What follows belongs to an exercise in optimizing a design on an open flow for small area; a production flow would make more cautious choices. Function was checked by simulation only, so behaviour that the tests miss may differ from the original. Power figures rest on the tool's default switching activity, not on a simulated workload.

==> flow/design.v, too long to show whole: its modules and the start of the top module <==
// module corr_mac: 440 lines
// module correlator_top: 339 lines
module correlator_top
(
  input  logic                 clk_in,
  input  logic                 i_rst,
  input  logic                 i_pdm_valid,
  input  logic [3-1:0] i_pdm_bits,
  output logic                 o_acc_valid,
  output logic [(((3 * (3 - 1) / 2) > 1) ? $clog2((3 * (3 - 1) / 2)) : 1)-1:0]              o_acc_bl,
  output logic [((8 > 1) ? $clog2(8) : 1)-1:0]             o_acc_lag,
  output logic signed [48-1:0]                 o_acc_data,
  output logic                 o_acc_last
);
  // ...
==> flow/flow/run.sh <==
#!/bin/bash
# Standard layout with these changes to how it is made:
#  - synthesis maps logic with an area-oriented ABC script (flow/abc_area.script,
#    used through ABC_AREA=1) from a copy of the ORFS scripts folder;
#  - after synthesis, flow/postsynth.py maps the combinational logic again
#    (registers, adders and their names untouched) and keeps the smaller netlist;
#  - the clock tree uses fuller leaf clusters of clkbuf_8 and no dummy loads;
#  - ports are buffered with buf_1.
# Each tool's output goes to a log file in this folder.
set -euo pipefail
HERE=$(pwd)
rm -rf "$HERE/scripts_mod" "$HERE/post"
cp -r "$FLOW_HOME/scripts" "$HERE/scripts_mod"
cp "$HERE/flow/abc_area.script" "$HERE/scripts_mod/abc_area.script"
CTS="-sink_clustering_enable -repair_clock_nets -dont_use_dummy_load -sink_clustering_size 14 -sink_clustering_max_diameter 120 -buf_list sky130_fd_sc_hd__clkbuf_8"
ARGS=("SCRIPTS_DIR=$HERE/scripts_mod" "CTS_ARGS=$CTS" "BUFFER_PORTS_ARGS=-buffer_cell sky130_fd_sc_hd__buf_1")
bash standard.sh "${ARGS[@]}" synth > make_synth.log 2>&1
RES="$HERE/orfs/results/$FLOW_PLATFORM/correlator_top/base"
LIB="$FLOW_HOME/platforms/$FLOW_PLATFORM/lib/sky130_fd_sc_hd__tt_025C_1v80.lib"
if [[ -x "$FLOW_HOME/../tools/install/yosys/bin/yosys" ]]; then
  export YOSYS_BIN="$FLOW_HOME/../tools/install/yosys/bin/yosys"
fi
cp "$RES/1_2_yosys.v" "$HERE/1_2_yosys.std.v"
python3 "$HERE/flow/postsynth.py" "$LIB" "$FLOW_TOP" "$HERE/1_2_yosys.std.v" "$HERE/1_2_yosys.post.v" \
  "$HERE/post" 10 "$HERE/flow/reabc1.script,$HERE/flow/reabc2.script,$HERE/flow/reabc3.script" \
  > postsynth.log 2>&1
cp "$HERE/1_2_yosys.post.v" "$RES/1_2_yosys.v"
rm -f "$RES/1_synth.odb" "$RES/1_synth.sdc"
bash standard.sh "${ARGS[@]}" finish > make_finish.log 2>&1
==> flow/flow/abc_area.script <==
strash
dch
map -a
strash
dch
map -a
topo
==> flow/flow/fa_polarity.py <==
#!/usr/bin/env python3
"""Rewrite a mapped sky130hd netlist so fewer inverters sit between full adders.

A full adder is self-dual: inverting its three inputs inverts both outputs. For
every sky130_fd_sc_hd__fa_* cell this chooses whether to use it in inverted
form, so that as few nets as possible need an inverter, and then rebuilds the
inverters: at most one per net, shared by all loads that need the complement.
The logic function of every port and register input is unchanged; no register
or port is touched.

usage: fa_polarity.py LIBERTY IN.v OUT.v
"""
import re, sys, random

lib, src, dst = sys.argv[1:4]

# Output pins of every cell, from the liberty file
outs = {}
cell = None
for line in open(lib):
    m = re.match(r'\s*cell\s*\(\s*"?([\w]+)"?\s*\)', line)
    if m:
        cell = m.group(1); outs[cell] = set(); continue
    m = re.match(r'\s*pin\s*\(\s*"?(\w+)"?\s*\)', line)
    if m:
        pin = m.group(1); continue
    if re.match(r'\s*direction\s*:\s*"?output', line) and cell:
        outs[cell].add(pin)

text = open(src).read()
mstart = text.index('module ')
header_end = text.index(';', mstart) + 1
body = text[header_end:text.rindex('endmodule')]

inst_re = re.compile(r'\s*(sky130_fd_sc_hd__\w+)\s+(\S+)\s*\((.*?)\);', re.S)
pin_re = re.compile(r'\.(\w+)\(\s*(.*?)\s*\)(?=\s*,|\s*$)', re.S)

decls = []
cells = []   # [type, name, {pin: net}]
pos = 0
for stmt in re.finditer(r'[^;]*;', body, re.S):
    s = stmt.group(0)
    m = inst_re.match(s)
    if m:
        typ, name, pins = m.group(1), m.group(2), m.group(3)
        conn = {}
        for p, n in pin_re.findall(pins):
            conn[p] = n.strip()
        cells.append([typ, name, conn])
    else:
        decls.append(s)

ports = set()
for d in decls:
    m = re.match(r'\s*(input|output|inout)\s*(\[[^\]]*\])?\s*(.*);', d, re.S)
    if m:
        nm = m.group(3).strip()
        if m.group(2):
            hi, lo = [int(x) for x in m.group(2)[1:-1].split(':')]
            for i in range(min(hi, lo), max(hi, lo) + 1):
                ports.add(f'{nm}[{i}]')
        ports.add(nm)

def is_inv(t):
    return re.match(r'sky130_fd_sc_hd__(clk)?inv_\d+$', t) is not None
def is_fa(t):
    return re.match(r'sky130_fd_sc_hd__fa_\d+$', t) is not None

driver = {}
for ci, (t, n, conn) in enumerate(cells):
    for p, net in conn.items():
        if p in outs[t]:
            driver[net] = (ci, p)

def key(net):
    return net.replace(' ', '')

# Inverters we may remove: input and output are plain internal nets
removable = set()
for ci, (t, n, conn) in enumerate(cells):
    if is_inv(t) and key(conn['Y']) not in ports and key(conn['A']) not in ports \
            and not conn['A'].startswith("1'") :
        removable.add(ci)

def base_of(net):
    """(base net, parity) looking through removable inverters."""
    par = 0
    seen = 0
    while net in driver and driver[net][0] in removable and seen < 8:
        net = cells[driver[net][0]][2]['A']
        par ^= 1
        seen += 1
    return net, par

fa_ids = [ci for ci, c in enumerate(cells) if is_fa(c[0])]
fa_index = {ci: k for k, ci in enumerate(fa_ids)}
FA_IN = ('A', 'B', 'CIN')

# Loads: every input pin of a kept cell, as (cell, pin, base, parity)
loads = {}   # base -> list of (ci, pin, r)
for ci, (t, n, conn) in enumerate(cells):
    if ci in removable:
        continue
    for p, net in conn.items():
        if p in outs[t]:
            continue
        b, r = base_of(net)
        loads.setdefault(b, []).append((ci, p, r))
# Output ports read nets too
port_loads = {}
for net in list(driver.keys()):
    if key(net) in ports:
        pass
for net in ports:
    pass

def drv_fa(b):
    d = driver.get(b)
    if d and d[0] in fa_index:
        return fa_index[d[0]]
    return None

flip = [0] * len(fa_ids)

def need_inv(b):
    df = drv_fa(b)
    fd = flip[df] if df is not None else 0
    for ci, p, r in loads.get(b, []):
        g = fa_index.get(ci)
        fg = flip[g] if g is not None else 0
        if r ^ fg ^ fd:
            return 1
    return 0

def need_true(b):
    """A flipped FA output still has to give the true value to any port it drives."""
    return 0

# Nets touched by each FA
touch = []
for ci in fa_ids:
    conn = cells[ci][2]
    s = set()
    for p in FA_IN:
        s.add(base_of(conn[p])[0])
    for p in ('SUM', 'COUT'):
        if p in conn:
            s.add(conn[p])
    touch.append(s)

# A flipped FA must not drive a port or be read through a net we cannot invert
fixed = set()
for k, ci in enumerate(fa_ids):
    conn = cells[ci][2]
    for p in ('SUM', 'COUT'):
        if p in conn and key(conn[p]) in ports:
            fixed.add(k)

def cost_of(nets):
    return sum(need_inv(b) for b in nets)

before = sum(need_inv(b) for b in loads)
improved = True
it = 0
while improved and it < 50:
    improved = False
    it += 1
    for k in range(len(fa_ids)):
        if k in fixed:
            continue
        c0 = cost_of(touch[k])
        flip[k] ^= 1
        c1 = cost_of(touch[k])
        if c1 < c0:
            improved = True
        else:
            flip[k] ^= 1
after = sum(need_inv(b) for b in loads)
n_old_inv = sum(1 for ci in removable)
sys.stderr.write(f"fa cells {len(fa_ids)}, flipped {sum(flip)}, removable inverters {n_old_inv}, "
                 f"nets needing an inverter: {before} -> {after}\n")

# Rebuild: every load of base b that needs the complement reads b's inverter
inv_net = {}
# A prefix no existing name starts with
k = 0
while f"_fapol{k}_" in text:
    k += 1
PFX = f"_fapol{k}_"
new_decls = []
new_cells = []
cnt = 0
def inv_for(b):
    global cnt
    if b not in inv_net:
        cnt += 1
        nn = f"{PFX}{cnt}_"
        inv_net[b] = nn
        new_decls.append(f"\n  wire {nn};")
        new_cells.append(["sky130_fd_sc_hd__inv_1", f"{PFX}inv_{cnt}_", {"A": b, "Y": nn}])
    return inv_net[b]

for b, lst in loads.items():
    df = drv_fa(b)
    fd = flip[df] if df is not None else 0
    for ci, p, r in lst:
        g = fa_index.get(ci)
        fg = flip[g] if g is not None else 0
        if r ^ fg ^ fd:
            cells[ci][2][p] = inv_for(b)
        else:
            cells[ci][2][p] = b

out = [text[:header_end]]
out.extend(decls)
out.extend(new_decls)
def emit(t, n, conn):
    ps = ",\n".join(f"    .{p}({net + ' ' if net.startswith(chr(92)) else net})" for p, net in conn.items())
    return f"\n  {t} {n} (\n{ps}\n  );"
for ci, (t, n, conn) in enumerate(cells):
    if ci in removable:
        continue
    out.append(emit(t, n, conn))
for t, n, conn in new_cells:
    out.append(emit(t, n, conn))
out.append("\nendmodule\n")
open(dst, 'w').write("".join(out))
==> flow/flow/gen_cells.py <==
#!/usr/bin/env python3
"""Write Verilog models of the single-output combinational cells of a liberty
file (from their function attributes), so Yosys can re-map them.
Cells with flip-flops, latches, several outputs or no function are left out.
usage: gen_cells.py LIBERTY OUT.v"""
import re, sys
lib, dst = sys.argv[1:3]
txt = open(lib).read()
out = []
for m in re.finditer(r'\n\s*cell\s*\(\s*"?(\w+)"?\s*\)\s*\{', txt):
    name = m.group(1)
    # body: up to the next cell
    start = m.end()
    nxt = re.search(r'\n\s*cell\s*\(', txt[start:])
    body = txt[start:start + nxt.start()] if nxt else txt[start:]
    if re.search(r'\b(ff|latch|statetable|clock_gating_integrated_cell)\s*\(', body) or 'clock_gate' in body:
        continue
    pins = re.findall(r'\n\s*pin\s*\(\s*"?(\w+)"?\s*\)\s*\{(.*?)\n\s*\}', body, re.S)
    ins, outs = [], []
    for pn, pb in pins:
        d = re.search(r'direction\s*:\s*"?(\w+)', pb)
        if not d:
            continue
        if d.group(1) == 'input':
            ins.append(pn)
        elif d.group(1) == 'output':
            f = re.search(r'function\s*:\s*"([^"]*)"', pb)
            outs.append((pn, f.group(1) if f else None))
    if len(outs) != 1 or outs[0][1] is None or not ins:
        continue
    on, fn = outs[0]
    if re.search(r'VPWR|VGND|KAPWR|VPB|VNB', fn):
        continue
    expr = fn.replace('!', '~').replace('*', '&').replace('+', '|')
    ports = ", ".join([f"input {p}" for p in ins] + [f"output {on}"])
    out.append(f"module {name}({ports});\n  assign {on} = {expr};\nendmodule\n")
open(dst, 'w').write("\n".join(out))
print(len(out), "cells")
==> flow/flow/postsynth.py <==
#!/usr/bin/env python3
"""Re-map the combinational logic of a synthesized sky130hd netlist.

1. fa_polarity.py flips full adders so fewer inverters sit between them.
2. Yosys reads the netlist with models of the single-output combinational
   cells (flip-flops, adders, buffers and tie cells stay black boxes, so every
   register keeps its instance name and cell type), flattens those cells to
   gates and maps them again with ABC. Steps 1-2 repeat; the smallest result
   is kept, or the input if none is smaller.

usage: postsynth.py LIBERTY TOP IN.v OUT.v WORKDIR ROUNDS ABC_SCRIPT[,ABC_SCRIPT...]
(round r uses the scripts in turn)
"""
import os, re, shutil, subprocess, sys

lib, top, src, dst, work, rounds, abc = sys.argv[1:8]
rounds = int(rounds)
abcs = abc.split(",")
here = os.path.dirname(os.path.abspath(__file__))
os.makedirs(work, exist_ok=True)
yosys = os.environ.get("YOSYS_BIN", "yosys")

DONTUSE = ("probe_p_8 probec_p_8 lpflow_bleeder_1 lpflow_clkbufkapwr_1 lpflow_clkbufkapwr_16 "
           "lpflow_clkbufkapwr_2 lpflow_clkbufkapwr_4 lpflow_clkbufkapwr_8 lpflow_clkinvkapwr_1 "
           "lpflow_clkinvkapwr_16 lpflow_clkinvkapwr_2 lpflow_clkinvkapwr_4 lpflow_clkinvkapwr_8 "
           "lpflow_decapkapwr_12 lpflow_decapkapwr_3 lpflow_decapkapwr_4 lpflow_decapkapwr_6 "
           "lpflow_decapkapwr_8 lpflow_inputiso0n_1 lpflow_inputiso0p_1 lpflow_inputiso1n_1 "
           "lpflow_inputiso1p_1 lpflow_inputisolatch_1 lpflow_isobufsrc_1 lpflow_isobufsrc_16 "
           "lpflow_isobufsrc_2 lpflow_isobufsrc_4 lpflow_isobufsrc_8 lpflow_isobufsrckapwr_16 "
           "lpflow_lsbuf_lh_hl_isowell_tap_1 lpflow_lsbuf_lh_hl_isowell_tap_2 "
           "lpflow_lsbuf_lh_hl_isowell_tap_4 lpflow_lsbuf_lh_isowell_4 lpflow_lsbuf_lh_isowell_tap_1 "
           "lpflow_lsbuf_lh_isowell_tap_2 lpflow_lsbuf_lh_isowell_tap_4").split()
dontuse = " ".join(f"-dont_use sky130_fd_sc_hd__{c}" for c in DONTUSE)

def area_of(netlist, tag):
    """Area of a netlist by Yosys stat."""
    ys = os.path.join(work, f"{tag}_stat.ys")
    st = os.path.join(work, f"{tag}_stat.txt")
    open(ys, "w").write(f"read_liberty -lib {lib}\nread_verilog {netlist}\nhierarchy -top {top}\n"
                        f"tee -o {st} stat -liberty {lib}\n")
    subprocess.run([yosys, "-q", "-l", os.path.join(work, f"{tag}_stat.log"), ys], check=True)
    return float(re.search(r"Chip area for module .*?: ([\d.]+)", open(st).read()).group(1))

cells_all = os.path.join(work, "cells_all.v")
subprocess.run([sys.executable, os.path.join(here, "gen_cells.py"), lib, cells_all], check=True)
mods = open(cells_all).read().split("endmodule\n")
keep = [m for m in mods if m.strip() and not re.search(
    r"module sky130_fd_sc_hd__(buf|clkbuf|dlygate|clkdlybuf|dlymetal|bufbuf|lpflow)", m)]
cells = os.path.join(work, "cells_comb.v")
open(cells, "w").write("endmodule\n".join(keep) + "endmodule\n")
tpl = open(os.path.join(here, "reabc.ys.tpl")).read()

best = src
best_area = area_of(src, "r0")
print(f"input area {best_area:.1f}", flush=True)
cur = src
for r in range(1, rounds + 1):
    pol = os.path.join(work, f"r{r}_pol.v")
    subprocess.run([sys.executable, os.path.join(here, "fa_polarity.py"), lib, cur, pol], check=True)
    out = os.path.join(work, f"r{r}_out.v")
    ys = os.path.join(work, f"r{r}.ys")
    open(ys, "w").write(tpl.replace("@LIB@", lib).replace("@CELLS@", cells).replace("@IN@", pol)
                        .replace("@TOP@", top).replace("@SCRIPT@", abcs[(r - 1) % len(abcs)]).replace("@DONTUSE@", dontuse)
                        .replace("@STAT@", os.path.join(work, f"r{r}_abcstat.txt")).replace("@OUT@", out))
    subprocess.run([yosys, "-q", "-l", os.path.join(work, f"r{r}.log"), ys], check=True)
    a = area_of(out, f"r{r}")
    print(f"round {r}: area {a:.1f}", flush=True)
    if a < best_area:
        best, best_area = out, a
    cur = out
shutil.copyfile(best, dst)
print(f"kept {best} ({best_area:.1f})")
==> flow/flow/reabc.ys.tpl <==
read_liberty -lib @LIB@
read_verilog -overwrite @CELLS@
read_verilog @IN@
hierarchy -top @TOP@
flatten
techmap
opt -fast
opt_clean -purge
abc -script @SCRIPT@ -liberty @LIB@ @DONTUSE@
opt_clean -purge
hilomap -singleton -hicell sky130_fd_sc_hd__conb_1 HI -locell sky130_fd_sc_hd__conb_1 LO
splitnets
opt_clean -purge
insbuf -buf sky130_fd_sc_hd__buf_4 A X
opt_clean -purge
rename -hide w:*.*
tee -o @STAT@ stat -liberty @LIB@
write_verilog -noattr -nohex -nodec @OUT@
==> flow/flow/reabc1.script <==
strash
dch
map -a
strash
dch
map -a
topo
==> flow/flow/reabc2.script <==
strash
&get -n
&st
&dch
&nf -a
&put
strash
&get -n
&st
&dch
&nf -a
&put
topo
==> flow/flow/reabc3.script <==
strash
dch
amap
strash
dch
map -a
topo
==> flow/standard.sh <==
#!/bin/bash
# synth_recipe.tcl (not shown) runs the flow's synth.tcl, then flattens the netlist and writes it again
# the make line also repeats each setting of config.mk as NAME=value (left out here)
make -C /OpenROAD-flow-scripts/flow DESIGN_CONFIG=/design/flow/config.mk WORK_HOME=/design/flow/orfs CLKGATE_MAP_FILE= SYNTH_SCRIPT=/design/flow/synth_recipe.tcl "${@:-finish}"
==> flow/config.mk <==
export PLATFORM = sky130hd
export DESIGN_NAME = correlator_top
export DESIGN_NICKNAME = correlator_top
export VERILOG_FILES = /design/flow/design.v
export SDC_FILE = /design/flow/constraint.sdc
export NUM_CORES = 4
export LEC_CHECK = 0
export ABC_AREA = 1
export CAP_MARGIN = 10
export CORE_MARGIN = 2
export CORE_UTILIZATION = 55
export SLEW_MARGIN = 10
==> flow/constraint.sdc <==
create_clock -name core_clock -period 20.0 [get_ports {clk_in}]
set_input_delay 4.0000 -clock core_clock [delete_from_list [all_inputs] [get_ports {clk_in}]]
set_output_delay 4.0000 -clock core_clock [all_outputs]
set_load 0.01 [all_outputs]
==> flow_summary.json, run 1 <==
{
  "cp_data_required_time_ns": 20.58,
  "rrSetupSlack_ns": 0.62,
  "cap_violations": 0,
  "hold_buffers": 0,
  "rr_worst_depth": 70,
  "initial_antenna_violation_count": 1,
  "clk_latency_ns": 0.69,
  "combinationalPower_mw": 4.55,
  "antenna_diode_instance_count": 1,
  "period_share_pct": 96.9,
  "most_frequent_cells_in_the_layout": "819 x dfxtp_1, 358 x nand2_1, 347 x clkinv_1",
  "fp.dieArea_sq_um": 65800,
  "status": "finished clean",
  "tritoncts_clock_tree": "done",
  "hold_slack_ns": 0.281,
  "grt_use_met1_pct": 38.8,
  "timing.clock.skew_ns": 0.0522,
  "power_in_sequential_cells_mw": 2.24,
  "power_frac_clock_pct": 11.3,
  "biggestRegsByFlops": "r2 x216, r1 x180, r0 x72",
  "placed_area_sq_um": 36900,
  "grt_max_degree": 51,
  "drv_slew": 0,
  "dr_wl_met2_mm": 44.3,
  "cpPeakStageDelay_ns": 0.53
}
==> module correlator_top, before the edit <==
module correlator_top
(
  input  logic                 clk_in,
  input  logic                 i_rst,
  input  logic                 i_pdm_valid,
  input  logic [3-1:0] i_pdm_bits,
  output logic                 o_acc_valid,
  output logic [(((3 * (3 - 1) / 2) > 1) ? $clog2((3 * (3 - 1) / 2)) : 1)-1:0]              o_acc_bl,
  output logic [((8 > 1) ? $clog2(8) : 1)-1:0]             o_acc_lag,
  output logic signed [48-1:0]                 o_acc_data,
  output logic                 o_acc_last
);
  function automatic logic [19:0] hrom0(input logic [3:0] r);
    case (r)
      4'd0: hrom0 = 20'd3876;
      4'd1: hrom0 = 20'd3060;
      4'd2: hrom0 = 20'd2380;
      4'd3: hrom0 = 20'd1820;
      4'd4: hrom0 = 20'd1365;
      4'd5: hrom0 = 20'd1001;
      4'd6: hrom0 = 20'd715;
      4'd7: hrom0 = 20'd495;
      4'd8: hrom0 = 20'd330;
      4'd9: hrom0 = 20'd210;
      4'd10: hrom0 = 20'd126;
      4'd11: hrom0 = 20'd70;
      4'd12: hrom0 = 20'd35;
      4'd13: hrom0 = 20'd15;
      4'd14: hrom0 = 20'd5;
      4'd15: hrom0 = 20'd1;
      default: hrom0 = '0;
    endcase
  endfunction
  function automatic logic [19:0] hrom1(input logic [3:0] r);
    case (r)
      4'd0: hrom1 = 20'd32980;
      4'd1: hrom1 = 20'd31076;
      4'd2: hrom1 = 20'd29020;
      4'd3: hrom1 = 20'd26860;
      4'd4: hrom1 = 20'd24640;
      4'd5: hrom1 = 20'd22400;
      4'd6: hrom1 = 20'd20176;
      4'd7: hrom1 = 20'd18000;
      4'd8: hrom1 = 20'd15900;
      4'd9: hrom1 = 20'd13900;
      4'd10: hrom1 = 20'd12020;
      4'd11: hrom1 = 20'd10276;
      4'd12: hrom1 = 20'd8680;
      4'd13: hrom1 = 20'd7240;
      4'd14: hrom1 = 20'd5960;
      4'd15: hrom1 = 20'd4840;
      default: hrom1 = '0;
    endcase
  endfunction
  function automatic logic [19:0] hrom2(input logic [3:0] r);
    case (r)
      4'd0: hrom2 = 20'd26860;
      4'd1: hrom2 = 20'd29020;
      4'd2: hrom2 = 20'd31076;
      4'd3: hrom2 = 20'd32980;
      4'd4: hrom2 = 20'd34690;
      4'd5: hrom2 = 20'd36170;
      4'd6: hrom2 = 20'd37390;
      4'd7: hrom2 = 20'd38326;
      4'd8: hrom2 = 20'd38960;
      4'd9: hrom2 = 20'd39280;
      4'd10: hrom2 = 20'd39280;
      4'd11: hrom2 = 20'd38960;
      4'd12: hrom2 = 20'd38326;
      4'd13: hrom2 = 20'd37390;
      4'd14: hrom2 = 20'd36170;
      4'd15: hrom2 = 20'd34690;
      default: hrom2 = '0;
    endcase
  endfunction
  function automatic logic [17:0] hrom3(input logic [3:0] r);
    case (r)
      4'd0: hrom3 = 18'd1820;
      4'd1: hrom3 = 18'd2380;
      4'd2: hrom3 = 18'd3060;
      4'd3: hrom3 = 18'd3876;
      4'd4: hrom3 = 18'd4840;
      4'd5: hrom3 = 18'd5960;
      4'd6: hrom3 = 18'd7240;
      4'd7: hrom3 = 18'd8680;
      4'd8: hrom3 = 18'd10276;
      4'd9: hrom3 = 18'd12020;
      4'd10: hrom3 = 18'd13900;
      4'd11: hrom3 = 18'd15900;
      4'd12: hrom3 = 18'd18000;
      4'd13: hrom3 = 18'd20176;
      4'd14: hrom3 = 18'd22400;
      4'd15: hrom3 = 18'd24640;
      default: hrom3 = '0;
    endcase
  endfunction
  function automatic logic [12:0] hrom4(input logic [3:0] r);
    case (r)
      4'd0: hrom4 = 13'd0;
      4'd1: hrom4 = 13'd0;
      4'd2: hrom4 = 13'd0;
      4'd3: hrom4 = 13'd0;
      4'd4: hrom4 = 13'd1;
      4'd5: hrom4 = 13'd5;
      4'd6: hrom4 = 13'd15;
      4'd7: hrom4 = 13'd35;
      4'd8: hrom4 = 13'd70;
      4'd9: hrom4 = 13'd126;
      4'd10: hrom4 = 13'd210;
      4'd11: hrom4 = 13'd330;
      4'd12: hrom4 = 13'd495;
      4'd13: hrom4 = 13'd715;
      4'd14: hrom4 = 13'd1001;
      4'd15: hrom4 = 13'd1365;
      default: hrom4 = '0;
    endcase
  endfunction
  logic [1:0]  phase;       
  logic [1:0]  pend;        
  logic [2:0]  bits_q;
  logic [3:0]  r_cnt;       
  logic [1:0]  s_cnt;       
  logic [19:0] a0 [3];
  logic [19:0] a1 [3];
  logic [19:0] a2 [3];
  logic [17:0] a3 [3];
  logic [12:0] a4 [3];
  logic        busy, b, first, last;
  logic [3:0]  r_sel;
  logic [19:0] n0, n1, n2;
  logic [17:0] n3;
  logic [12:0] n4;
  logic [20:0] y;
  logic [17:0] smp;
  assign busy  = i_pdm_valid || (pend != 2'd0);
  assign b     = i_pdm_valid ? i_pdm_bits[phase] : (busy & bits_q[phase]);
  assign r_sel = i_pdm_valid ? r_cnt : r_cnt - 4'd1;
  assign first = busy && (r_sel == 4'd0);
  assign last  = busy && (r_sel == 4'd15);
  function automatic logic [20:0] rca20(input logic [19:0] x, input logic [19:0] z);
    logic c;
    c = 1'b0;
    for (int i = 0; i < 20; i++) begin
      rca20[i] = x[i] ^ z[i] ^ c;
      c = (x[i] & z[i]) | (c & (x[i] ^ z[i]));
    end
    rca20[20] = c;
  endfunction
  logic [2:0]  fresh;
  logic        fr;
  logic [19:0] s0, s1, s2;
  logic [17:0] s3;
  logic [12:0] s4;
  assign fr = fresh[phase];
  always_comb begin
    s0 = fr ? 20'd516536 : (first ? a1[0] : a0[0]);
    s1 = fr ? 20'd374552 : (first ? a2[0] : a1[0]);
    s2 = fr ? 20'd89768  : (first ? 20'(a3[0]) : a2[0]);
    s3 = fr ? 18'd2184   : (first ? 18'(a4[0]) : a3[0]);
    s4 = (fr || first) ? 13'd0 : a4[0];
    y  = rca20(s0, b ? hrom0(r_sel) : 20'd0);
    n0 = y[19:0];
    n1 = 20'(rca20(s1, b ? hrom1(r_sel) : 20'd0));
    n2 = 20'(rca20(s2, b ? hrom2(r_sel) : 20'd0));
    n3 = 18'(rca20(20'(s3), b ? 20'(hrom3(r_sel)) : 20'd0));
    n4 = 13'(rca20(20'(s4), b ? 20'(hrom4(r_sel)) : 20'd0));
    smp = {y[20:19] - 2'd1, y[18:3]};
  end
  always_ff @(posedge clk_in) begin
    if (i_rst) begin
      phase  <= 2'd0;
      pend   <= 2'd0;
      r_cnt  <= 4'd0;
      s_cnt  <= 2'd0;
      fresh  <= 3'b111;
    end else begin
      phase <= (phase == 2'd2) ? 2'd0 : phase + 2'd1;
      if (busy) fresh[phase] <= 1'b0;
      if (i_pdm_valid) begin
        pend  <= 2'd2;
        r_cnt <= r_cnt + 4'd1;
        if (r_cnt == 4'd15) s_cnt <= s_cnt + 2'd1;
      end else if (pend != 2'd0) begin
        pend <= pend - 2'd1;
      end
    end
  end
  always_ff @(posedge clk_in) begin
    a0[0] <= a0[1]; a0[1] <= a0[2]; a0[2] <= n0;
    a1[0] <= a1[1]; a1[1] <= a1[2]; a1[2] <= n1;
    a2[0] <= a2[1]; a2[1] <= a2[2]; a2[2] <= n2;
    a3[0] <= a3[1]; a3[1] <= a3[2]; a3[2] <= n3;
    a4[0] <= a4[1]; a4[1] <= a4[2]; a4[2] <= n4;
  end
  always_ff @(posedge clk_in) begin
    if (i_pdm_valid) begin
      bits_q <= i_pdm_bits;
    end
  end
  localparam int N0 = 4;
  localparam int N1 = 10;
  localparam int N2 = 12;
  logic signed [17:0] r0 [N0];
  logic signed [17:0] r1 [N1];
  logic signed [17:0] r2 [N2];
  logic signed [17:0] hold0, hold1, hold2;
  logic        pend0, pend1, pend2;
  logic [3:0]  q0, q1, q2;
  logic        wr0, wr1, wr2;
  logic        push0, push1, push2;
  assign push0 = last && (phase == 2'd0);
  assign push1 = last && (phase == 2'd1);
  assign push2 = last && (phase == 2'd2);
  always_ff @(posedge clk_in) begin
    if (push0) hold0 <= smp;
    if (push1) hold1 <= smp;
    if (push2) hold2 <= smp;
  end
  always_ff @(posedge clk_in) begin
    for (int k = 0; k < N0 - 1; k++) r0[k] <= r0[k+1];
    r0[N0-1] <= wr0 ? hold0 : r0[0];
    for (int k = 0; k < N1 - 1; k++) r1[k] <= r1[k+1];
    r1[N1-1] <= wr1 ? hold1 : r1[0];
    for (int k = 0; k < N2 - 1; k++) r2[k] <= r2[k+1];
    r2[N2-1] <= wr2 ? hold2 : r2[0];
  end
  always_ff @(posedge clk_in) begin
    if (i_rst) begin
      pend0 <= 1'b0;
      pend1 <= 1'b0;
      pend2 <= 1'b0;
      q0    <= 4'(N0 - 1);
      q1    <= 4'(N1 - 1);
      q2    <= 4'(N2 - 1);
    end else begin
      pend0 <= push0 || (pend0 && !wr0);
      pend1 <= push1 || (pend1 && !wr1);
      pend2 <= push2 || (pend2 && !wr2);
      q0    <= (wr0 || q0 == 4'd0) ? 4'(N0 - 1) : q0 - 4'd1;
      q1    <= (wr1 || q1 == 4'd0) ? 4'(N1 - 1) : q1 - 4'd1;
      q2    <= (wr2 || q2 == 4'd0) ? 4'(N2 - 1) : q2 - 4'd1;
    end
  end
  logic        act, run, vld;
  logic [1:0]  t;
  logic [2:0]  lag;
  logic [1:0]  bl;
  logic [1:0]  pc;           
  logic [1:0]  d0, d1, d2;   
  logic [35:0] acc;
  logic        start;
  assign start = i_pdm_valid && (r_cnt == 4'd15) && (s_cnt == 2'd3);
  assign run   = act || start;
  assign wr0 = pend0 && (q0 == 4'(N0 - 1)) && !(run && d0 == 2'd2 && bl != 2'd2);
  assign wr1 = pend1 && (q1 == 4'(N1 - 1)) && !(run && bl == 2'd0);
  assign wr2 = pend2 && (q2 == 4'(N2 - 1));
  always_ff @(posedge clk_in) begin
    if (i_rst) begin
      act <= 1'b0;
      vld <= 1'b0;
      t   <= 2'd0;
      lag <= 3'd0;
      bl  <= 2'd0;
      pc  <= 2'd0;
    end else begin
      vld <= run && (t == 2'd3);
      if (start) begin
        act <= 1'b1;
        if (pc != 2'd3) pc <= pc + 2'd1;
      end
      if (run) begin
        t <= t + 2'd1;
        if (t == 2'd3) begin
          lag <= lag + 3'd1;
          if (lag == 3'd7) begin
            if (bl == 2'd2) begin
              bl  <= 2'd0;
              act <= 1'b0;
            end else begin
              bl <= bl + 2'd1;
            end
          end
        end
      end
    end
  end
  always_ff @(posedge clk_in) begin
    if (run) begin
      d0 <= d0 + 2'(push0);
      d1 <= d1 + 2'(push1);
      d2 <= d2 + 2'(push2);
    end else begin
      d0 <= 2'd0;
      d1 <= 2'd0;
      d2 <= 2'd0;
    end
  end
  logic [3:0] si0, si1, si2;
  logic signed [5:0] pp0, pp1, pp2;
  logic [1:0] ad0;
  logic [3:0] ad1, ad2;
  logic signed [17:0] rd0, rd1, rd2;
  logic signed [17:0] op_a, op_b;
  logic       neg;
  always_comb begin
    si0   = 4'd2 - 4'(t) + 4'(d0);
    si1   = 4'd2 - 4'(t) + 4'(d1) + ((bl == 2'd0) ? 4'(lag) : 4'd0);
    si2   = 4'd2 - 4'(t) + 4'(d2) + 4'(lag);
    pp0   = 6'(q0) - 6'(si0) + 6'(pend0);
    pp1   = 6'(q1) - 6'(si1) + 6'(pend1);
    pp2   = 6'(q2) - 6'(si2) + 6'(pend2);
    ad0   = 2'(pp0);
    ad1   = (pp1 < 0) ? 4'(pp1 + 6'(N1)) : 4'(pp1);
    ad2   = (pp2 < 0) ? 4'(pp2 + 6'(N2)) : 4'(pp2);
    rd0   = (pend0 && si0 == 4'd0) ? hold0 : r0[ad0];
    rd1   = (pend1 && si1 == 4'd0) ? hold1 : r1[ad1];
    rd2   = (pend2 && si2 == 4'd0) ? hold2 : r2[ad2];
    op_a  = (bl == 2'd2) ? rd1 : rd0;
    op_b  = (bl == 2'd0) ? rd1 : rd2;
    neg   = ((pc == 2'd1) && (3'(t) < lag)) || ((pc == 2'd2) && (3'(t) + 3'd4 < lag));
    if (neg) op_b = '0;
  end
  localparam logic [35:0] K4 = 36'd45813334016;
  logic [35:0] sum;
  corr_mac mac_i (
    .a      (op_a),
    .b      (op_b),
    .acc_in ((t == 2'd0) ? K4 : acc),
    .sum    (sum)
  );
  always_ff @(posedge clk_in) begin
    acc <= sum;
  end
  assign o_acc_valid = vld;
  assign o_acc_lag   = lag - 3'd1;
  assign o_acc_bl    = (lag != 3'd0) ? bl : ((bl == 2'd0) ? 2'd2 : bl - 2'd1);
  assign o_acc_last  = (lag == 3'd0) && (bl == 2'd0);
  assign o_acc_data  = {{(48-36){acc[35]}}, acc};
endmodule
==> run 2, diff against run 1 <==
--- a/flow/design.v
+++ b/flow/design.v
@@ -666,23 +666,32 @@
     for (int k = 0; k < N2 - 1; k++) r2[k] <= r2[k+1];
     r2[N2-1] <= wr2 ? hold2 : r2[0];
   end
-  always_ff @(posedge clk_in) begin
+  logic        pend0_n, pend1_n, pend2_n;
+  logic [3:0]  q0_n, q1_n, q2_n;
+  always_comb begin
+    pend0_n = push0 || (pend0 && !wr0);
+    pend1_n = push1 || (pend1 && !wr1);
+    pend2_n = push2 || (pend2 && !wr2);
+    q0_n    = (wr0 || q0 == 4'd0) ? 4'(N0 - 1) : q0 - 4'd1;
+    q1_n    = (wr1 || q1 == 4'd0) ? 4'(N1 - 1) : q1 - 4'd1;
+    q2_n    = (wr2 || q2 == 4'd0) ? 4'(N2 - 1) : q2 - 4'd1;
     if (i_rst) begin
-      pend0 <= 1'b0;
-      pend1 <= 1'b0;
-      pend2 <= 1'b0;
-      q0    <= 4'(N0 - 1);
-      q1    <= 4'(N1 - 1);
-      q2    <= 4'(N2 - 1);
-    end else begin
-      pend0 <= push0 || (pend0 && !wr0);
-      pend1 <= push1 || (pend1 && !wr1);
-      pend2 <= push2 || (pend2 && !wr2);
-      q0    <= (wr0 || q0 == 4'd0) ? 4'(N0 - 1) : q0 - 4'd1;
-      q1    <= (wr1 || q1 == 4'd0) ? 4'(N1 - 1) : q1 - 4'd1;
-      q2    <= (wr2 || q2 == 4'd0) ? 4'(N2 - 1) : q2 - 4'd1;
+      pend0_n = 1'b0;
+      pend1_n = 1'b0;
+      pend2_n = 1'b0;
+      q0_n    = 4'(N0 - 1);
+      q1_n    = 4'(N1 - 1);
+      q2_n    = 4'(N2 - 1);
     end
   end
+  always_ff @(posedge clk_in) begin
+    pend0 <= pend0_n;
+    pend1 <= pend1_n;
+    pend2 <= pend2_n;
+    q0    <= q0_n;
+    q1    <= q1_n;
+    q2    <= q2_n;
+  end
   logic        act, run, vld;
   logic [1:0]  t;
   logic [2:0]  lag;
@@ -696,67 +705,89 @@
   assign wr0 = pend0 && (q0 == 4'(N0 - 1)) && !(run && d0 == 2'd2 && bl != 2'd2);
   assign wr1 = pend1 && (q1 == 4'(N1 - 1)) && !(run && bl == 2'd0);
   assign wr2 = pend2 && (q2 == 4'(N2 - 1));
-  always_ff @(posedge clk_in) begin
-    if (i_rst) begin
-      act <= 1'b0;
-      vld <= 1'b0;
-      t   <= 2'd0;
-      lag <= 3'd0;
-      bl  <= 2'd0;
-      pc  <= 2'd0;
-    end else begin
-      vld <= run && (t == 2'd3);
-      if (start) begin
-        act <= 1'b1;
-        if (pc != 2'd3) pc <= pc + 2'd1;
-      end
-      if (run) begin
-        t <= t + 2'd1;
-        if (t == 2'd3) begin
-          lag <= lag + 3'd1;
-          if (lag == 3'd7) begin
-            if (bl == 2'd2) begin
-              bl  <= 2'd0;
-              act <= 1'b0;
-            end else begin
-              bl <= bl + 2'd1;
-            end
+  logic        act_n;
+  logic [1:0]  t_n, bl_n, pc_n, d0_n, d1_n, d2_n;
+  logic [2:0]  lag_n;
+  always_comb begin
+    act_n = act;
+    t_n   = t;
+    lag_n = lag;
+    bl_n  = bl;
+    pc_n  = pc;
+    if (start) begin
+      act_n = 1'b1;
+      if (pc != 2'd3) pc_n = pc + 2'd1;
+    end
+    if (run) begin
+      t_n = t + 2'd1;
+      if (t == 2'd3) begin
+        lag_n = lag + 3'd1;
+        if (lag == 3'd7) begin
+          if (bl == 2'd2) begin
+            bl_n  = 2'd0;
+            act_n = 1'b0;
+          end else begin
+            bl_n = bl + 2'd1;
           end
         end
       end
     end
+    if (i_rst) begin
+      act_n = 1'b0;
+      t_n   = 2'd0;
+      lag_n = 3'd0;
+      bl_n  = 2'd0;
+      pc_n  = 2'd0;
+    end
+    d0_n = run ? d0 + 2'(push0) : 2'd0;
+    d1_n = run ? d1 + 2'(push1) : 2'd0;
+    d2_n = run ? d2 + 2'(push2) : 2'd0;
   end
   always_ff @(posedge clk_in) begin
-    if (run) begin
-      d0 <= d0 + 2'(push0);
-      d1 <= d1 + 2'(push1);
-      d2 <= d2 + 2'(push2);
-    end else begin
-      d0 <= 2'd0;
-      d1 <= 2'd0;
-      d2 <= 2'd0;
-    end
+    act <= act_n;
+    t   <= t_n;
+    lag <= lag_n;
+    bl  <= bl_n;
+    pc  <= pc_n;
+    d0  <= d0_n;
+    d1  <= d1_n;
+    d2  <= d2_n;
+    vld <= !i_rst && run && (t == 2'd3);
   end
   logic [3:0] si0, si1, si2;
   logic signed [5:0] pp0, pp1, pp2;
-  logic [1:0] ad0;
-  logic [3:0] ad1, ad2;
+  logic [1:0] ad0, ad0_n;
+  logic [3:0] ad1, ad2, ad1_n, ad2_n;
+  logic       hs0, hs1, hs2, hs0_n, hs1_n, hs2_n;
   logic signed [17:0] rd0, rd1, rd2;
   logic signed [17:0] op_a, op_b;
   logic       neg;
   always_comb begin
-    si0   = 4'd2 - 4'(t) + 4'(d0);
-    si1   = 4'd2 - 4'(t) + 4'(d1) + ((bl == 2'd0) ? 4'(lag) : 4'd0);
-    si2   = 4'd2 - 4'(t) + 4'(d2) + 4'(lag);
-    pp0   = 6'(q0) - 6'(si0) + 6'(pend0);
-    pp1   = 6'(q1) - 6'(si1) + 6'(pend1);
-    pp2   = 6'(q2) - 6'(si2) + 6'(pend2);
-    ad0   = 2'(pp0);
-    ad1   = (pp1 < 0) ? 4'(pp1 + 6'(N1)) : 4'(pp1);
-    ad2   = (pp2 < 0) ? 4'(pp2 + 6'(N2)) : 4'(pp2);
-    rd0   = (pend0 && si0 == 4'd0) ? hold0 : r0[ad0];
-    rd1   = (pend1 && si1 == 4'd0) ? hold1 : r1[ad1];
-    rd2   = (pend2 && si2 == 4'd0) ? hold2 : r2[ad2];
+    si0   = 4'd2 - 4'(t_n) + 4'(d0_n);
+    si1   = 4'd2 - 4'(t_n) + 4'(d1_n) + ((bl_n == 2'd0) ? 4'(lag_n) : 4'd0);
+    si2   = 4'd2 - 4'(t_n) + 4'(d2_n) + 4'(lag_n);
+    pp0   = 6'(q0_n) - 6'(si0) + 6'(pend0_n);
+    pp1   = 6'(q1_n) - 6'(si1) + 6'(pend1_n);
+    pp2   = 6'(q2_n) - 6'(si2) + 6'(pend2_n);
+    ad0_n = 2'(pp0);
+    ad1_n = (pp1 < 0) ? 4'(pp1 + 6'(N1)) : 4'(pp1);
+    ad2_n = (pp2 < 0) ? 4'(pp2 + 6'(N2)) : 4'(pp2);
+    hs0_n = pend0_n && (si0 == 4'd0);
+    hs1_n = pend1_n && (si1 == 4'd0);
+    hs2_n = pend2_n && (si2 == 4'd0);
+  end
+  always_ff @(posedge clk_in) begin
+    ad0 <= ad0_n;
+    ad1 <= ad1_n;
+    ad2 <= ad2_n;
+    hs0 <= hs0_n;
+    hs1 <= hs1_n;
+    hs2 <= hs2_n;
+  end
+  always_comb begin
+    rd0   = hs0 ? hold0 : r0[ad0];
+    rd1   = hs1 ? hold1 : r1[ad1];
+    rd2   = hs2 ? hold2 : r2[ad2];
     op_a  = (bl == 2'd2) ? rd1 : rd0;
     op_b  = (bl == 2'd0) ? rd1 : rd2;
     neg   = ((pc == 2'd1) && (3'(t) < lag)) || ((pc == 2'd2) && (3'(t) + 3'd4 < lag));
--- a/flow/flow/run.sh
+++ b/flow/flow/run.sh
@@ -4,7 +4,7 @@
 #    used through ABC_AREA=1) from a copy of the ORFS scripts folder;
 #  - after synthesis, flow/postsynth.py maps the combinational logic again
 #    (registers, adders and their names untouched) and keeps the smaller netlist;
-#  - the clock tree uses fuller leaf clusters of clkbuf_8 and no dummy loads;
+#  - the clock tree uses small leaf clusters of clkbuf_4 and no dummy loads;
 #  - ports are buffered with buf_1.
 # Each tool's output goes to a log file in this folder.
 set -euo pipefail
@@ -12,7 +12,7 @@
 rm -rf "$HERE/scripts_mod" "$HERE/post"
 cp -r "$FLOW_HOME/scripts" "$HERE/scripts_mod"
 cp "$HERE/flow/abc_area.script" "$HERE/scripts_mod/abc_area.script"
-CTS="-sink_clustering_enable -repair_clock_nets -dont_use_dummy_load -sink_clustering_size 14 -sink_clustering_max_diameter 120 -buf_list sky130_fd_sc_hd__clkbuf_8"
+CTS="-sink_clustering_enable -repair_clock_nets -dont_use_dummy_load -sink_clustering_size 8 -sink_clustering_max_diameter 80 -buf_list sky130_fd_sc_hd__clkbuf_4"
 ARGS=("SCRIPTS_DIR=$HERE/scripts_mod" "CTS_ARGS=$CTS" "BUFFER_PORTS_ARGS=-buffer_cell sky130_fd_sc_hd__buf_1")
 bash standard.sh "${ARGS[@]}" synth > make_synth.log 2>&1
 RES="$HERE/orfs/results/$FLOW_PLATFORM/correlator_top/base"
--- a/flow/config.mk
+++ b/flow/config.mk
@@ -9,4 +9,5 @@
 export CAP_MARGIN = 10
 export CORE_MARGIN = 2
 export CORE_UTILIZATION = 55
+export PLACE_DENSITY = 0.85
 export SLEW_MARGIN = 10
==> run 2 against run 1 <==
- still clean on timing, DRC and antenna
- synthesized cell count fell by 11%
- cell count fell by 7.7%
- non-clock buffer count fell by 45
- clock power barely moved
- worst hold slack got worse by 0.014 ns
- via count fell by 2.6%
- total power fell by 4.7%
- critical path depth fell by 24
- first-iteration DRC count rose by 53%
- sequential cell count rose by 13
- clock skew rose by 0.063 ns
- largest power group unchanged
==> flow_summary.json, run 2 <==
{
  "status": "finished clean",
  "cp_data_required_time_ns": 20.85,
  "max_freq_mhz": 55.3,
  "report.power.total_mw": 7.28,
  "numCtsBuffers": 130,
  "design.core.area_sq_um": 63200,
  "grt-ovfl-total": 0,
  "dpl.cell_count": 3802,
  "cpPeakStageDelay_ns": 0.85,
  "most_frequent_standard_cell_in_the_layout_excluding_fill_and_tap_cells": "dfxtp_1",
  "grt_pass1_wl_mm": 132,
  "critical_path_peak_fanout": 18,
  "period_share_pct": 90.4,
  "clkSlewWorstSetupHoldPaths_ns": 0.09,
  "fp.dieArea_sq_um": 66100,
  "ios": 61,
  "start_util_pct": 55.7,
  "timing.clock.skew_ns": 0.115,
  "finalHoldViolations": 0,
  "finalWeightedCongestion": 0.969,
  "vdd_ir_drop_max_uv": 226,
  "final_setup_tns_ns": 0,
  "synth-warning-count": 11,
  "io_buffers": 60,
  "detailedPlacementHpwl_mm": 57.7,
  "layout.nets": 3461,
  "netlist_instances": 2871,
  "period_minus_slack_ns": 18.07,
  "grt.met2_usage_pct": 38.9,
  "top_usage_layer": "met2",
  "min_path_type": "flip-flop to flip-flop",
  "most_frequent_cells_in_the_layout": "835 x dfxtp_1, 242 x fa_1, 198 x clkinv_1",
  "die_w_um": 257,
  "cap_violations": 0,
  "initial_antenna_violation_count": 2,
  "cts_sinks": 892,
  "post-cts-setup-buffer-count": 0,
  "dr.pass1.iters": 7,
  "drc_errors": 0,
  "drv_slew": 0,
  "mappedNetlistNets": 3244,
  "synth.avg_cell_area_sq_um": 12.3,
  "rows": 92,
  "grt.met3_usage_pct": 6.43,
  "root_buffer": "clkbuf_4",
  "biggestRegsByFlops": "r2 x216, r1 x180, r0 x72",
  "clk_latency_ns": 1.00,
  "mappedNetlistArea_sq_um": 35200,
  "setup.worst_path.class": "flip-flop to flip-flop",
  "finish.cell_count_without_fillers": 3937,
  "routed_via_density": 5.99,
  "track_usage_pct": 25.4,
  "largest_register_ff_count": 216,
  "via_count_of_the_first_global_routing_pass": 24219,
  "number_of_setup_violations_in_the_final_report": 0,
  "cts_resized": 0,
  "grt_max_degree": 43,
  "start_kind": "flip-flop",
  "unrepaired_setup_endpoints_after_global_routing": "false",
  "tritoncts_clock_tree": "done",
  "cellLeakagePower_nw": 14.4,
  "cpMaxStageDelayCell": "and4b_1",
  "chipHeight_um": 257,
  "cts.htree.levels": 4,
  "postRouteAntennaNets": 0,
  "cp_common_cell": "fa_1",
  "cts_buffer_depth": 3,
  "layout-area-overhead-vs-synth_pct": 7.36,
  "worst_slew_margin_rel_pct": 22.7,
  "hold_buffers": 0,
  "pwr_density_cell_nw_per_um2": 193,
  "dr.first_iter.drc_count": 3060,
  "cp_data_arrival_time_ns": 18.92,
  "registers.top_by_ff_count": "r2",
  "end_kind": "flip-flop",
  "post_drt_wl_per_cell_um": 21.1,
  "vias": 23578,
  "grt_use_met1_pct": 34.5,
  "totalWireLength_mm": 83.1,
  "slew_at_the_pin_closest_to_its_max_slew_limit_ns": 1.16,
  "proportion_of_layout_cells_with_a_drive_suffix_above_1_pct": 7.16
}
## run 2: cell type report
cell class,instances,area (sq um)
inverter,198,743
multi-input combinational,1733,15800
clock buffer,130,976
tap,846,1060
timing repair buffer,133,773
antenna,5,12.5
fill,4849,25400
sequential,892,18400
## run 2: worst max-delay path, delay by kind of cell (launching register included)
family          cells  cell delay, ns
fa+ha+maj          35           13.89
flops               1            0.68
xor+xnor            2            0.34
compound gates      5            1.22
simple gates        4            1.81
## run 2: stage by stage
| step | hold slack, ns | util (%) | setup slack, ns | cell area (sq um) |
|---|---|---|---|---|
| 2_1_floorplan | 0.310 | - | 2.49 | 35200 |
| 3_3_place_gp | 0.309 | 58.2 | 2.43 | 36800 |
| 3_5_place_dp | 0.312 | 58.2 | 2.08 | 36800 |
| 4_1_cts | 0.255 | 59.8 | 1.99 | 37800 |
| 5_1_grt | 0.255 | 59.8 | 1.26 | 37800 |
| 6_report | 0.267 | 59.8 | 1.93 | 37800 |
## run 2: final timing paths
path                    startpoint                to  cells past startpoint  slack [ns]
setup / recovery    ad1[2]$_DFF_P_   acc[35]$_DFF_P_                     46        1.93
hold / removal    r1[2][9]$_DFF_P_  r1[1][9]$_DFF_P_                      0        0.27
setup reg to reg    ad1[2]$_DFF_P_   acc[35]$_DFF_P_                     46        1.93
hold reg to reg   r1[2][9]$_DFF_P_  r1[1][9]$_DFF_P_                      0        0.27
## run 2: report_power, final
part	switching, mW	internal [mW]	leakage [nW]
logic	2.38	1.78	6.49
registers	0.109	2.16	7.34
clock network	0.562	0.299	0.598
## run 2: metal layers
metal	vias up	part of all wire, %
li1	10616	-
met1	11359	41
met5	-	0
met4	0	3.6
met3	260	10
met2	1343	45
==> run 3, diff against run 2 <==
--- a/flow/config.mk
+++ b/flow/config.mk
@@ -9,5 +9,4 @@
 export CAP_MARGIN = 10
 export CORE_MARGIN = 2
 export CORE_UTILIZATION = 55
-export PLACE_DENSITY = 0.85
 export SLEW_MARGIN = 10
==> run 3 against run 2 <==
- still clean
- setup slack got worse by 0.17 ns
- cell count increased by 0.15%
- sequential cell count unchanged
- worst hold slack got worse by 0.031 ns
- total power increased by 0.75%
- clock-buffer cell count unchanged
- largest cell class unchanged
==> flow_summary.json, run 3 <==
{
  "via_count_of_the_first_global_routing_pass": 24109,
  "vias": 23443,
  "dr.first_iter.drc_count": 2406,
  "top_usage_layer": "met2",
  "net-switching-power_mw": 3.10,
  "grt-ovfl-total": 0,
  "dpl.cell_count": 3809,
  "root_buffer": "clkbuf_4",
  "numCtsBuffers": 130,
  "cap_violations": 0,
  "post-route-worst-setup-slack_ns": 1.76,
  "postRouteAntennaNets": 0,
  "worstHoldPathCells": 0,
  "timing.clock.skew_ns": 0.111,
  "critical_path_peak_fanout": 14,
  "proportion_of_layout_cells_with_a_drive_suffix_above_1_pct": 7.40,
  "cpMaxStageDelayCell": "nor4b_2",
  "routed_via_density": 5.95,
  "cts_sinks": 892,
  "mappedNetlistArea_sq_um": 35200,
  "grt.met2_usage_pct": 43.2,
  "clkSlewWorstSetupHoldPaths_ns": 0.10,
  "timing.hold.worst_endpoint": "a2[0][15]$_DFF_P_",
  "synth-warning-count": 11,
  "period_minus_slack_ns": 18.24,
  "vdd_ir_drop_max_uv": 280,
  "final_setup_tns_ns": 0,
  "post_drt_wl_per_cell_um": 23.7,
  "hold_buffers": 0,
  "cpPeakStageDelay_ns": 0.87,
  "post-cts-setup-buffer-count": 0,
  "internal_power_mw": 4.24,
  "start_kind": "flip-flop",
  "die_w_um": 257,
  "tritoncts_clock_tree": "done",
  "number_of_setup_violations_in_the_final_report": 0,
  "grt_pass1_wl_mm": 145,
  "setup.worst_path.class": "flip-flop to flip-flop",
  "status": "finished clean",
  "cp_data_required_time_ns": 20.84,
  "rrSetupSlack_ns": 1.76,
  "registers.top_by_ff_count": "r2",
  "slew_at_the_pin_closest_to_its_max_slew_limit_ns": 1.25,
  "mappedNetlistNets": 3244,
  "finish.cell_count_without_fillers": 3943,
  "track_usage_pct": 28.7,
  "finalHoldViolations": 0,
  "pwr_density_cell_nw_per_um2": 194,
  "p_seq_share_pct": 30.9,
  "grt.met3_usage_pct": 4.73,
  "chipHeight_um": 257,
  "layout.nets": 3468,
  "end_kind": "flip-flop",
  "cellLeakagePower_nw": 14.5,
  "drc_errors": 0,
  "critical_path.startpoint": "ad1[2]$_DFF_P_",
  "start_util_pct": 55.7,
  "power_switching_share_pct": 42.2,
  "ios": 61,
  "most_frequent_cells_in_the_layout": "835 x dfxtp_1, 242 x fa_1, 198 x clkinv_1",
  "grt_use_met1_pct": 42.3,
  "io_buffers": 60,
  "finalWeightedCongestion": 0.935,
  "rows": 92,
  "cts.htree.levels": 4,
  "synth.avg_cell_area_sq_um": 12.3,
  "min_path_type": "flip-flop to flip-flop",
  "clk_latency_ns": 0.98,
  "grt_max_degree": 39,
  "layout-area-overhead-vs-synth_pct": 7.53,
  "cp_common_cell": "fa_1",
  "design.core.area_sq_um": 63200,
  "biggestRegsByFlops": "r2 x216, r1 x180, r0 x72",
  "most_frequent_standard_cell_in_the_layout_excluding_fill_and_tap_cells": "dfxtp_1",
  "drv_slew": 0,
  "initial_antenna_violation_count": 5,
  "placed_area_sq_um": 36900,
  "dr.pass1.iters": 13,
  "final_design_area_no_fill_sq_um": 37900,
  "critical_path.reg2reg.startpoint": "ad1[2]$_DFF_P_",
  "power_frac_clock_pct": 11.9,
  "cts_buffer_depth": 3,
  "dp_slack_ns": 1.77,
  "cp_data_arrival_time_ns": 19.08,
  "cts_resized": 0,
  "detailedPlacementHpwl_mm": 64.9,
  "rr_worst_depth": 48,
  "largest_register_ff_count": 216,
  "crit-reg2reg-capture": "acc[35]$_DFF_P_",
  "period_share_pct": 91.2,
  "fp.dieArea_sq_um": 66100,
  "netlist_instances": 2871,
  "startpoint_of_the_worst_hold_path": "a2[1][15]$_DFF_P_",
  "totalWireLength_mm": 93.3,
  "unrepaired_setup_endpoints_after_global_routing": "false",
  "max_freq_mhz": 54.8,
  "layout.filler_cells": 5195,
  "critical_path.n_buffers_inverters": 2,
  "comb_power_share_pct": 57.2,
  "critical_path.top_delay_family": "adder cells",
  "worst_slew_margin_rel_pct": 16.1
}
[run 3: per-layer routing]
metal  vias to the layer above  share of wire, %
met5                         -             0.025
met4                         4               2.4
met3                       182               6.9
met2                       961                45
met1                     11690                46
li1                      10606                 -
[run 3: area by class of cell]
type	instances	area (sq um)	area share (%)
Antenna cell	4	10.0	0.0264
Clock buffer	130	976	2.58
Inverter	198	743	1.96
Multi-Input combinational cell	1733	15800	41.8
Sequential cell	892	18400	48.7
Tap cell	846	1060	2.80
Timing Repair Buffer	140	826	2.18
[run 3: power groups by stage]
stage / clock (mW) / combinational, mW / sequential, mW
4_1_cts: 0.903 / 4.32 / 2.27
3_3_place_gp: 0 / 4.16 / 2.30
5_1_grt: 0.973 / 4.98 / 2.30
6_report: 0.871 / 4.20 / 2.27
3_5_place_dp: 0 / 4.27 / 2.31
2_1_floorplan: 0 / 3.14 / 2.26
[run 3: worst max-delay path by stage]
stage / end / slack [ns] / depth (start not counted)
floorplan: acc[35]$_DFF_P_ / 2.49 / 44
global placement: acc[35]$_DFF_P_ / 1.96 / 48
detailed placement: acc[35]$_DFF_P_ / 1.77 / 48
CTS: acc[35]$_DFF_P_ / 1.75 / 48
global route: acc[35]$_DFF_P_ / 1.06 / 48
finish: acc[35]$_DFF_P_ / 1.76 / 48
[run 3: worst reg2reg max path: cells and delay by family (launching register included)]
family                   cells  cell delay, ns
AND/OR/NAND/NOR              5            1.81
adder cells (fa/ha/maj)     35           13.99
AO/OA/AOI/OAI                4            0.78
flip-flops                   1            0.69
buffers and inverters        2            0.62
XOR/XNOR                     2            0.28
[run 3: metrics by stage]
stage               util [%]  hold slack (ns)  power [mW]
floorplan                  -            0.310        5.40
global placement        58.3            0.310        6.46
detailed placement      58.3            0.312        6.58
CTS                     59.9            0.231        7.50
global route            59.9            0.238        8.24
finish                  59.9            0.236        7.34
==> run 4, diff against run 3 <==
--- a/flow/config.mk
+++ b/flow/config.mk
@@ -9,4 +9,5 @@
 export CAP_MARGIN = 10
 export CORE_MARGIN = 2
 export CORE_UTILIZATION = 55
+export PLACE_DENSITY = 0.75
 export SLEW_MARGIN = 10
==> run 4 against run 3 <==
- wire length is 6.2% lower
- synthesized area stayed put
- non-clock buffer count is 10 lower
- synthesized cell count stayed put
- via count is 0.52% higher
- combinational power hardly changed
- total power is 1.0% lower
- design area is 0.52% lower
- critical path depth is 3 lower
- largest power group unchanged
- first-iteration DRC count is 10% higher
- still clean on timing, DRC and antenna
==> flow_summary.json, run 4 <==
{
  "cts_sinks": 892,
  "setup.worst_path.class": "flip-flop to flip-flop",
  "most_frequent_standard_cell_in_the_layout_excluding_fill_and_tap_cells": "dfxtp_1",
  "startpoint_of_the_worst_hold_path": "a1[2][4]$_DFF_P_",
  "unrepaired_setup_endpoints_after_global_routing": "false",
  "most_frequent_cells_in_the_layout": "835 x dfxtp_1, 242 x fa_1, 198 x clkinv_1",
  "hold_buffers": 0,
  "netlist_instances": 2871,
  "layout.core_utilization_pct": 59.6,
  "clkSlewWorstSetupHoldPaths_ns": 0.09,
  "grt-ovfl-total": 0,
  "dr.first_iter.drc_count": 2654,
  "worst_slew_margin_rel_pct": 22.3,
  "grt_max_degree": 47,
  "initial_antenna_violation_count": 3,
  "hold_slack_ns": 0.236,
  "cts_buffer_depth": 3,
  "post-route-worst-setup-slack_ns": 1.92,
  "totalWireLength_mm": 87.5,
  "detailedPlacementHpwl_mm": 61.2,
  "cts.htree.levels": 3,
  "cpPeakStageDelay_ns": 0.74,
  "critical_path.reg2reg.startpoint": "ad2[3]$_DFF_P_",
  "cap_violations": 0,
  "clk_latency_ns": 0.97,
  "track_usage_pct": 26.7,
  "vdd_ir_drop_max_uv": 183,
  "biggestRegsByFlops": "r2 x216, r1 x180, r0 x72",
  "registers.top_by_ff_count": "r2",
  "cellLeakagePower_nw": 14.3,
  "dr.pass1.iters": 9,
  "synth-warning-count": 11,
  "final_setup_tns_ns": 0,
  "cts_resized": 0,
  "root_buffer": "clkbuf_4",
  "rrSetupSlack_ns": 1.92,
  "mappedNetlistNets": 3244,
  "layout.nets": 3449,
  "timing.clock.skew_ns": 0.128,
  "post-cts-setup-buffer-count": 0,
  "mappedNetlistArea_sq_um": 35200,
  "layout-area-overhead-vs-synth_pct": 6.97,
  "rows": 92,
  "status": "finished clean",
  "via_count_of_the_first_global_routing_pass": 24717,
  "pwr_density_cell_nw_per_um2": 193,
  "critical_path.startpoint": "ad2[3]$_DFF_P_",
  "crit_path_end": "acc[35]$_DFF_P_",
  "postRouteAntennaNets": 0,
  "slew_at_the_pin_closest_to_its_max_slew_limit_ns": 1.16,
  "route.met3.wl_mm": 8.25,
  "cp_data_arrival_time_ns": 18.86,
  "dp_slack_ns": 1.87,
  "io_buffers": 60,
  "max_freq_mhz": 55.3,
  "dpl.cell_count": 3799,
  "numCtsBuffers": 121,
  "topRoutingLayerUsed": "met5",
  "cpMaxStageDelayCell": "clkinv_1",
  "finalHoldViolations": 0,
  "drv_slew": 0,
  "proportion_of_layout_cells_with_a_drive_suffix_above_1_pct": 6.80,
  "routed_via_density": 6.01,
  "chipHeight_um": 257,
  "start_util_pct": 55.7,
  "number_of_setup_violations_in_the_final_report": 0,
  "tritoncts_clock_tree": "done",
  "period_minus_slack_ns": 18.08,
  "start_kind": "flip-flop",
  "vias": 23565,
  "finish.cell_count_without_fillers": 3921,
  "ios": 61,
  "cp_common_cell": "fa_1",
  "cp_data_required_time_ns": 20.78,
  "design.core.area_sq_um": 63200,
  "die_w_um": 257,
  "synth.avg_cell_area_sq_um": 12.3,
  "metal1_wirelength_mm": 36.5,
  "min_path_type": "flip-flop to flip-flop",
  "largest_register_ff_count": 216,
  "critical_path_peak_fanout": 23,
  "grt_pass1_wl_mm": 139,
  "rr_worst_depth": 45,
  "fp.dieArea_sq_um": 66100,
  "drc_errors": 0,
  "post_drt_wl_per_cell_um": 22.3,
  "dr_wl_met2_mm": 40.5,
  "finalWeightedCongestion": 0.921,
  "crit-reg2reg-capture": "acc[35]$_DFF_P_",
  "end_kind": "flip-flop",
  "period_share_pct": 90.4
}
==> run 4: worst min path at each step <==
stage | end | slack [ns] | cells after the start
after floorplan | a0[0][0]$_DFF_P_ | 0.31 | 0
after global placement | a4[0][0]$_DFF_P_ | 0.31 | 0
after detailed placement | a0[0][11]$_DFF_P_ | 0.31 | 0
after CTS | a1[1][4]$_DFF_P_ | 0.24 | 0
after global routing | a1[1][4]$_DFF_P_ | 0.27 | 0
final | a1[1][4]$_DFF_P_ | 0.24 | 0
==> run 4: per-layer routing <==
layer | up-vias | track usage, %
met5 | - | 0
li1 | 10572 | -
met2 | 1167 | 42.6
met3 | 180 | 5.92
met4 | 4 | 8.64
met1 | 11642 | 36.5
==> run 4: layout make-up <==
class | count | area (sq um)
flip-flops and latches | 892 | 18400
multi-input cells | 1733 | 15800
inverters | 198 | 743
repair buffers | 130 | 751
well taps | 846 | 1060
diodes | 1 | 2.50
fillers | 5055 | 25500
clock buffers | 121 | 908
==> run 4: worst max-delay path: cells and delay by family (launching register included) <==
kind / cells / cell delay, ns
adder cells (fa/ha/maj): 33 / 13.18
XOR/XNOR: 3 / 0.69
buffers and inverters: 3 / 1.24
flip-flops: 1 / 0.34
AND/OR/NAND/NOR: 4 / 1.45
AO/OA/AOI/OAI: 2 / 1.02
==> run 4: power breakdown <==
part | internal (mW) | total, mW | switching [mW]
Clock | 0.275 | 0.827 | 0.552
Combinational | 1.78 | 4.17 | 2.40
Sequential | 2.16 | 2.26 | 0.108
==> run 4: stage by stage <==
stage          power (mW)  area [sq um]
2_1_floorplan        5.40         35200
3_3_place_gp         6.32         36800
3_5_place_dp         6.56         36800
4_1_cts              7.38         37700
5_1_grt              8.14         37700
6_report             7.26         37700

==> separate check: timing with driven ports <==
In the flow no input, the clock included, has a driving cell. The finished layouts below were timed again as built, in two steps.
Step 1 (the two cells are an assumption about what drives the block):
set clk [get_ports {clk_in}]
set_driving_cell -lib_cell sky130_fd_sc_hd__clkbuf_16 $clk
set_driving_cell -lib_cell sky130_fd_sc_hd__buf_2 [delete_from_list [all_inputs] $clk]
Step 2 adds t to the input delays and takes it off the output delays; t is the mean of the earliest and latest rising clock arrival at the registers after step 1. Input paths then give back, and output paths get back, about the clock's delay inside the block.
a / b / c = ideal / step 1 / step 2; a / b = the first two.
run | shift t [ns] | setup slack, ns | worst data-port slew with drivers (ns)
run 1 | 0.714 | 0.625 / 0.625 / 0.625 | 0.03
run 2 | 1.004 | 1.929 / 1.929 / 1.929 | 0.03
run 3 | 0.975 | 1.756 / 1.756 / 1.756 | 0.03
run 4 | 0.966 | 1.924 / 1.924 / 1.924 | 0.03
After both steps setup and hold are still met in every run listed.
